Background: an optimization exercise with open tools, aiming at small area and a short achievable clock period. Do not read the settings as production practice.
Only simulation tests tie the RTL to the original design; equivalence was not proved.
No activity file was given, so power comes from the tool's default toggle rates.

== build 40 ==
==> flow/design.v <==
`default_nettype none
module psram_spi_responder #(
    parameter int         ADDR_W = 8,
    parameter logic [7:0] MF_ID  = 8'h0D,
    parameter logic [7:0] KGD_ID = 8'h5D
) (
    input  logic sys_clk,
    input  logic sys_reset_n,
    input  logic ce_n,
    input  logic sclk,
    input  logic si,
    output logic so,
    output logic so_oe,
    output logic busy,
    output logic rst_evt,
    output logic cmd_err
);
    localparam int DEPTH = 256;
    typedef enum logic [2:0] {
        S_IDLE, S_CMD, S_ADDR, S_RD, S_WR, S_ID, S_IGNORE
    } state_t;
    typedef enum logic [1:0] {K_RD, K_WR, K_ID} kind_t;
    logic [1:0]        ce_sync_q;
    logic [2:0]        sclk_sync_q;
    logic [1:0]        si_sync_q;
    state_t            state_q;
    kind_t             kind_q;
    logic [4:0]        bitcnt_q;
    logic [6:0]        sh_q;
    logic [2:0]        outcnt_q;
    logic [1:0]        id_idx_q;
    logic              reset_armed_q;
    logic              so_q, so_oe_q, busy_q, rst_evt_q, cmd_err_q;
    logic              we_q;
    logic [7:0]        rot_q;       
    logic [7:0]        pos_q;       
    logic              sel_q;       
    logic              got_q;       
    logic              b7a_q;       
    logic              b7b_q;       
    logic [6:0]        cur_q;       
    logic              pend_q;      
    logic [8*DEPTH-1:0] ring_q;
    logic              ce_s, sclk_rise, sclk_fall, si_s;
    logic              in_addr, in_rd, in_wr, in_id;
    logic [7:0]        byte_in;
    logic [7:0]        tap;
    logic [7:0]        id_byte;
    logic              consume, commit, load_pos, last_addr, ins, at0, at1;
    logic [7:0]        pos_ld;
    logic [7:0]        pos_p1, pos_p2;
    logic              bc7_q, bc22_q, bc23_q, oc0_q;
    logic [6:0]        cap;
    logic [7:0]        tap8, tap16, tap32;
    assign ce_s      = ce_sync_q[1];
    assign si_s      = si_sync_q[1];
    assign sclk_rise =  sclk_sync_q[1] & ~sclk_sync_q[2];
    assign sclk_fall = ~sclk_sync_q[1] &  sclk_sync_q[2];
    assign byte_in   = {sh_q, si_s};
    assign in_addr = state_q == S_ADDR;
    assign in_rd   = state_q == S_RD;
    assign in_wr   = state_q == S_WR;
    assign in_id   = state_q == S_ID;
    assign tap8  = ring_q[{pos_q[7:3], 3'b000, 3'b000} +: 8];
    assign tap16 = ring_q[{pos_q[7:4], 4'b0000, 3'b000} +: 8];
    assign tap32 = ring_q[{pos_q[7:5], 5'b00000, 3'b000} +: 8];
    assign tap   = {tap8[7:5], tap16[4:3], tap32[2:0]};
    assign at0 = pos_q[2:0] == 3'd0;    
    assign at1 = pos_q[2:0] == 3'd1;    
    always_comb begin
        case (id_idx_q)
            2'd0:    id_byte = MF_ID;
            2'd1:    id_byte = KGD_ID;
            default: id_byte = 8'h00;
        endcase
    end
    always_ff @(posedge sys_clk or negedge sys_reset_n) begin
        if (!sys_reset_n) begin
            ce_sync_q   <= 2'b11;
            sclk_sync_q <= '0;
            si_sync_q   <= '0;
        end else begin
            ce_sync_q   <= {ce_sync_q[0], ce_n};
            sclk_sync_q <= {sclk_sync_q[1:0], sclk};
            si_sync_q   <= {si_sync_q[0], si};
        end
    end
    always_ff @(posedge sys_clk) begin
        bc7_q  <= bitcnt_q == 5'd7;
        bc22_q <= bitcnt_q == 5'd22;
        bc23_q <= bitcnt_q == 5'd23;
        oc0_q  <= outcnt_q == 3'd0;
    end
    assign load_pos  = !ce_s && in_addr && sclk_rise && bc22_q;
    assign last_addr = !ce_s && in_addr && sclk_rise && bc23_q;
    assign consume   = !ce_s && in_rd && sclk_fall && oc0_q;
    assign commit    = !ce_s && in_wr && sclk_rise && bc7_q;
    always_ff @(posedge sys_clk or negedge sys_reset_n) begin
        if (!sys_reset_n) begin
            state_q       <= S_IDLE;
            kind_q        <= K_RD;
            bitcnt_q      <= '0;
            outcnt_q      <= '0;
            id_idx_q      <= '0;
            reset_armed_q <= 1'b0;
            so_q          <= 1'b0;
            so_oe_q       <= 1'b0;
            busy_q        <= 1'b0;
            rst_evt_q     <= 1'b0;
            cmd_err_q     <= 1'b0;
            we_q          <= 1'b0;
        end else begin
            rst_evt_q <= 1'b0;
            cmd_err_q <= 1'b0;
            we_q      <= 1'b0;
            if (ce_s) begin
                state_q  <= S_IDLE;
                so_q     <= 1'b0;
                so_oe_q  <= 1'b0;
                busy_q   <= 1'b0;
                bitcnt_q <= '0;
                outcnt_q <= '0;
            end else begin
                busy_q <= 1'b1;
                case (state_q)
                    S_IDLE: begin
                        state_q  <= S_CMD;
                        bitcnt_q <= '0;
                    end
                    S_CMD: if (sclk_rise) begin
                        bitcnt_q <= bitcnt_q + 5'd1;
                        if (bitcnt_q == 5'd7) begin
                            bitcnt_q      <= '0;
                            reset_armed_q <= 1'b0;
                            state_q       <= S_IGNORE;
                            case (byte_in)
                                8'h03: begin kind_q <= K_RD;  state_q <= S_ADDR; end
                                8'h02: begin kind_q <= K_WR;  state_q <= S_ADDR; end
                                8'h9F: begin kind_q <= K_ID;  state_q <= S_ADDR; end
                                8'h66: reset_armed_q <= 1'b1;
                                8'h99: if (reset_armed_q) rst_evt_q <= 1'b1;
                                default: cmd_err_q <= 1'b1;
                            endcase
                        end
                    end
                    S_ADDR: if (sclk_rise) begin
                        bitcnt_q <= bitcnt_q + 5'd1;
                        if (bitcnt_q == 5'd23) begin
                            bitcnt_q <= '0;
                            outcnt_q <= '0;
                            id_idx_q <= '0;
                            case (kind_q)
                                K_WR:    state_q <= S_WR;
                                K_ID:    state_q <= S_ID;
                                default: state_q <= S_RD;
                            endcase
                        end
                    end
                    S_RD, S_ID: if (sclk_fall) begin
                        so_oe_q  <= 1'b1;
                        outcnt_q <= outcnt_q + 3'd1;
                        if (state_q == S_ID)
                            so_q <= id_byte[3'd7 - outcnt_q];
                        else if (outcnt_q == 3'd0)
                            so_q <= (sel_q | got_q) ? b7b_q : b7a_q;
                        else
                            so_q <= cur_q[3'd7 - outcnt_q];
                        if (outcnt_q == 3'd7 && state_q == S_ID && id_idx_q != 2'd2)
                            id_idx_q <= id_idx_q + 2'd1;
                    end
                    S_WR: if (sclk_rise) begin
                        bitcnt_q <= bitcnt_q + 5'd1;
                        if (bitcnt_q == 5'd7) begin
                            bitcnt_q <= '0;
                            we_q     <= 1'b1;
                        end
                    end
                    S_IGNORE: ;
                    default: state_q <= S_IDLE;
                endcase
            end
        end
    end
    assign ins    = (we_q | pend_q) && pos_q[4:0] == 5'd0;
    assign pos_p1 = pos_q + 8'd1;
    assign pos_p2 = pos_q + 8'd2;
    genvar k;
    generate
        for (k = 0; k < 7; k++) begin : g_cap
            localparam int PW = k >= 5 ? 3 : k >= 3 ? 4 : 5;    
            wire prev = outcnt_q != 3'd0 && outcnt_q <= 3'(7 - k);
            assign cap[k] = in_rd && pos_q[PW-1:0] == (prev ? PW'(1) : PW'(0));
        end
    endgenerate
    assign pos_ld = {sh_q[5:0], si_s, 1'b1} + rot_q;
    always_ff @(posedge sys_clk)
        if (!ce_s && sclk_rise)
            sh_q <= byte_in[6:0];
    always_ff @(posedge sys_clk) begin
        rot_q  <= rot_q + 8'd1;
        pend_q <= (we_q | pend_q) & ~(pos_q[4:0] == 5'd0);
        if (load_pos)
            pos_q <= pos_ld;
        else if (consume || commit)
            pos_q <= pos_p2;
        else if (last_addr && !si_s)
            pos_q <= pos_q;
        else
            pos_q <= pos_p1;
        if (last_addr) begin
            sel_q <= si_s;
            got_q <= 1'b0;
        end else if (consume) begin
            sel_q <= 1'b1;
        end else if (in_rd && at0) begin
            got_q <= 1'b1;
        end
        if (in_addr && at1)
            b7a_q <= tap[7];
        if (commit)
            b7b_q <= byte_in[7];
        else if ((in_addr || in_rd) && at0)
            b7b_q <= tap[7];
        for (int k = 0; k < 7; k++) begin
            if (commit)
                cur_q[k] <= byte_in[k];
            else if (cap[k])
                cur_q[k] <= tap[k];
        end
    end
    genvar p;
    generate
        for (p = 0; p < DEPTH; p++) begin : g_ring
            if (p % 32 == 0) begin : g_ins
                always_ff @(posedge sys_clk)
                    ring_q[8*p +: 8] <= (ins && pos_q[7:5] == 3'(p / 32)) ? {b7b_q, cur_q}
                                        : ring_q[8*((p + DEPTH - 1) % DEPTH) +: 8];
            end else begin : g_sh
                always_ff @(posedge sys_clk)
                    ring_q[8*p +: 8] <= ring_q[8*((p + DEPTH - 1) % DEPTH) +: 8];
            end
        end
    endgenerate
    assign so      = so_q;
    assign so_oe   = so_oe_q;
    assign busy    = busy_q;
    assign rst_evt = rst_evt_q;
    assign cmd_err = cmd_err_q;
endmodule
`default_nettype wire
Settings: LEC_CHECK=0, CAP_MARGIN=20, CORE_MARGIN=2, CORE_UTILIZATION=70, CTS_CLUSTER_DIAMETER=60, CTS_CLUSTER_SIZE=32, SETUP_SLACK_MARGIN=2.7, SLEW_MARGIN=20; clock period 5.0 ns.
run.sh (not shown) runs the stock make flow with config.mk's settings and CLKGATE_MAP_FILE= SYNTH_SCRIPT=/design/flow/synth_recipe.tcl, a recipe that flattens the netlist after the stock synthesis.
--- input diff build 40..build 46 ---
- SETUP_SLACK_MARGIN: 2.7 -> 3.0
Findings:
Going from build 40 to build 46, cell count higher; achievable clock frequency now sits higher; portion of the clock cycle consumed by the worst path in the final layout shrank by 1.5 points; leakage component of the power has increased.
Taking build 40 as the reference, in build 46 total power rose by about 1.1%, clock power share fell by 0.3 points, proportion of synthesized chip area in sequential cells stayed essentially flat, setup slack rose by 73 ps.
Between build 40 and build 46, the count of filler cells inserted in the layout does not differ in any meaningful way.
For build 21, these inputs were changed with respect to build 46:
- an added CTS_BUF_LIST of sky130_fd_sc_hd__clkbuf_8
- a change of CTS_CLUSTER_DIAMETER from 60 to 50
- a change of CTS_CLUSTER_SIZE from 32 to 20
--- outcome ---
- Compared with build 46, build 21 is more frugal on power.
- | portion of total power attributed to combinational logic | build 21 vs build 46 | 0.2 points lower |
- Summary — register-to-register slack, build 21 relative to build 46: lower, by 20 ps.
- Number of antenna violations at the first check in global routing was higher in the run labelled build 21.
- Relative to build 46, the number of buffers inserted to repair setup after CTS of build 21 is higher by 8.
- Area growth from synthesis to final layout on build 21 is down relative to build 46.
Here is what was changed in the inputs of build 43 compared with build 21.
- a change of CTS_CLUSTER_SIZE from 20 to 32
- a change of SETUP_SLACK_MARGIN from 3.0 to 2.9
- a deleted CTS_BUF_LIST that had been sky130_fd_sc_hd__clkbuf_8
- a change of CTS_CLUSTER_DIAMETER from 50 to 60
==> results.txt <==
The final layout from build 43, which completed every stage, passed the timing, design-rule and antenna checks at the end of the flow.
There was hardly any difference in reported sequential group power between build 21 and build 43.
Comparing build 43 and build 21, the lower layout overhead on the synthesized area was measured on build 43.
Build 21 -> build 43: total power after layout increased slightly
| total routed wire length on the met1 layer | lower: build 21 |
Taking build 43 as 1.0, build 21 lands at 1.09 on combinational-cell power consumption.
Taking build 21 as the reference, in build 43 proportion of power drawn by the clock network has increased, antenna diode instance count fell 1, cell area roughly the same, clock-net power picked up an extra about 7%.
Re maximum ir drop on the vdd rail: build 43 is 1.8% up on build 21.

## what the ideal ports hide
The flow's constraints put no driver on any port. The routed layouts listed below were extracted and timed again, unchanged, in two steps.
Step 1 assumes that a clkbuf_16 drives the clock port and a buf_2 every other input.
Step 2 times the ports against the registers' clock, not the clock port: input delays grow and output delays shrink by t, the midpoint of the rising clock arrivals with the driver on.
Slacks: ideal / step 1 / step 2; pairs: ideal / step 1.
run	t, ns	slack for setup (ns)	cell pins on the clock port's net
build 40	0.712	2.737 / 2.671 / 2.738	1
build 46	0.721	2.810 / 2.744 / 2.901	1
build 21	0.845	2.677 / 2.618 / 2.878	1
build 43	0.702	2.840 / 2.776 / 2.870	1
After both steps every run listed still meets setup and hold.
